Context: an optimization exercise on an open-source flow, tuned for small area, a short achievable clock period and few clock cycles per item. The choices shown serve that exercise and are no tape-out recipe. Where RTL was checked, it was by simulation tests only, not by an equivalence proof against the original.

==> flow/design.v (excerpt) <==
module cnn_top
#(
    parameter int RELU_SHIFT = 4
)
(
    input  logic            clk,
    input  logic            resetn,
    input  logic            weight_tvalid,
    output logic            weight_tready,
    input  cnn_pkg::pixel_t weight_tdata,
    input  logic            image_tvalid,
    output logic            image_tready,
    input  cnn_pkg::pixel_t image_tdata,
    output logic            result_tvalid,
    input  logic            result_tready,
    output cnn_pkg::acc_t   result_tdata,
    output logic            result_tlast
);
Size in the first run: ~5300 cells after synthesis, roughly 1000 flip-flops, about 57 I/O pins, about 64000 um^2 of cells after synthesis.
export LEC_CHECK = 0
export ABC_CLOCK_PERIOD_IN_PS = 4400
export CAP_MARGIN = 20
export CORE_MARGIN = 2
export CORE_UTILIZATION = 55
export SETUP_SLACK_MARGIN = 5
export SLEW_MARGIN = 20
create_clock -name core_clock -period 11.0 [get_ports {clk}]
run.sh (not shown) runs the stock make flow with config.mk's settings and CLKGATE_MAP_FILE= SYNTH_SCRIPT=/design/flow/synth_recipe.tcl, a recipe that flattens the netlist after the stock synthesis.
Testbench counts at the start, summed over its fixed seeds: cycles 2,464, images 64.
==> next run, changes <==
--- a/flow/design.v
+++ b/flow/design.v
@@ -3685,48 +3685,53 @@
     input  logic            image_tvalid,
     output logic            image_tready,
     input  cnn_pkg::pixel_t image_tdata,
     output logic            result_tvalid,
     input  logic            result_tready,
     output cnn_pkg::acc_t   result_tdata,
     output logic            result_tlast
 );
     logic [5:0]        wcnt;
     logic              wfull;      
+    logic              wrdy;       
     logic              cwok;       
     logic              wfire;
     logic signed [7:0] ln [0:7][0:4];  
     logic signed [7:0] cw8;            
     logic signed [7:0] cw1 [0:8];      
     logic              fc_rot;
     logic              p1_fc, p2_fc;
     logic              wv_r;       
     logic [5:0]        wi_r;
     logic signed [7:0] wd_r;
     logic              lfull;      
-    assign weight_tready = !wfull;
+    assign weight_tready = wrdy;
     assign wfire         = weight_tvalid && !wfull;
     always_ff @(posedge clk or negedge resetn)
     begin
         if (!resetn)
         begin
             wcnt <= '0;
             wfull <= 1'b0;
+            wrdy <= 1'b1;
             cwok <= 1'b0;
         end
         else if (wfire)
         begin
             wcnt <= wcnt + 1'b1;
             if (wcnt == 6'd17)
                 cwok <= 1'b1;
             if (wcnt == 6'd49)
+            begin
                 wfull <= 1'b1;
+                wrdy <= 1'b0;
+            end
         end
     end
     always_ff @(posedge clk or negedge resetn)
     begin
         if (!resetn)
         begin
             wv_r  <= 1'b0;
             lfull <= 1'b0;
         end
         else
@@ -3887,20 +3892,21 @@
         p2_win   <= p1_win;
         p2_cls   <= p1_cls;
         s1_first <= p2_first;
         s1_last  <= p2_last;
         s1_win   <= p2_win;
     end
     logic [6:0]         old0, old1;
     logic               racc;
     logic               rv, rlast;
     logic signed [17:0] rdata;
+    logic               rsign;     
     assign sh0 = $signed(dsum0) >>> RELU_SHIFT;
     assign sh1 = $signed(dsum1) >>> RELU_SHIFT;
     assign q0  = dsum0[18] ? 7'd0 : (sh0 > 19'sd127) ? 7'd127 : sh0[6:0];
     assign q1  = dsum1[18] ? 7'd0 : (sh1 > 19'sd127) ? 7'd127 : sh1[6:0];
     assign old0 = feat[{1'b0, s1_win}];
     assign old1 = feat[{1'b1, s1_win}];
     assign racc = p2_fc && fc_act && (p2_cls == need) && (!rv || result_tready);
     always_comb
     begin
         for (int i = 0; i < 8; i++)
@@ -3913,25 +3919,26 @@
                 feat_nx[{1'b1, s1_win}] = s1_q1;
         end
     end
     always_ff @(posedge clk)
     begin
         for (int i = 0; i < 8; i++)
             feat[i] <= feat_nx[i];
         if (racc)
         begin
             rdata <= dsum0[17:0];
+            rsign <= dsum0[18];
             rlast <= (need == 2'd3);
         end
     end
     assign result_tvalid = rv;
-    assign result_tdata  = {{14{rdata[17]}}, rdata};
+    assign result_tdata  = {{7{rsign}}, {7{rdata[17]}}, rdata};
     assign result_tlast  = rlast;
     always_comb
     begin
         pend_n = pend;
         if (last_fire)
             pend_n = 1'b1;
         if (racc && need == 2'd3)
             pend_n = 1'b0;
     end
     always_ff @(posedge clk or negedge resetn)
Non-clock buffer count is higher by 8.
Final cell count is lower slightly.
Synthesized area barely changes.
Count of clock-buffer cells in the layout is higher by 17.
Clock skew is higher by 0.020 ns.
No functional check of the RTL was part of the second run of this note.

-- afterwards: timing with drivers on the ports --
In the flow no input, the clock included, has a driving cell. The finished layouts below were timed again as built, in two steps.
Step 1 (the two cells are an assumption about what drives the block):
set clk [get_ports {clk}]
set_driving_cell -lib_cell sky130_fd_sc_hd__clkbuf_16 $clk
set_driving_cell -lib_cell sky130_fd_sc_hd__buf_2 [delete_from_list [all_inputs] $clk]
Step 2 adds t to the input delays and takes it off the output delays; t is the mean of the earliest and latest rising clock arrival at the registers after step 1. Input paths then give back, and output paths get back, about the clock's delay inside the block.
Three values: ideal, step 1, step 2; two values: the first two.
| run | t (ns) | setup WS [ns] | worst hold slack (ns) | pins driven straight from the clock port |
|---|---|---|---|---|
| the first run | 0.807 | 6.914 / 6.833 / 6.874 | 0.312 / 0.312 / 0.312 | 1 |
| the second run | 0.790 | 6.999 / 6.916 / 6.767 | 0.322 / 0.322 / 0.322 | 1 |
After both steps every run listed still meets setup and hold. The setup slack of the second run, which loses most, moves by -0.083 ns with the drivers and by -0.232 ns with both steps.
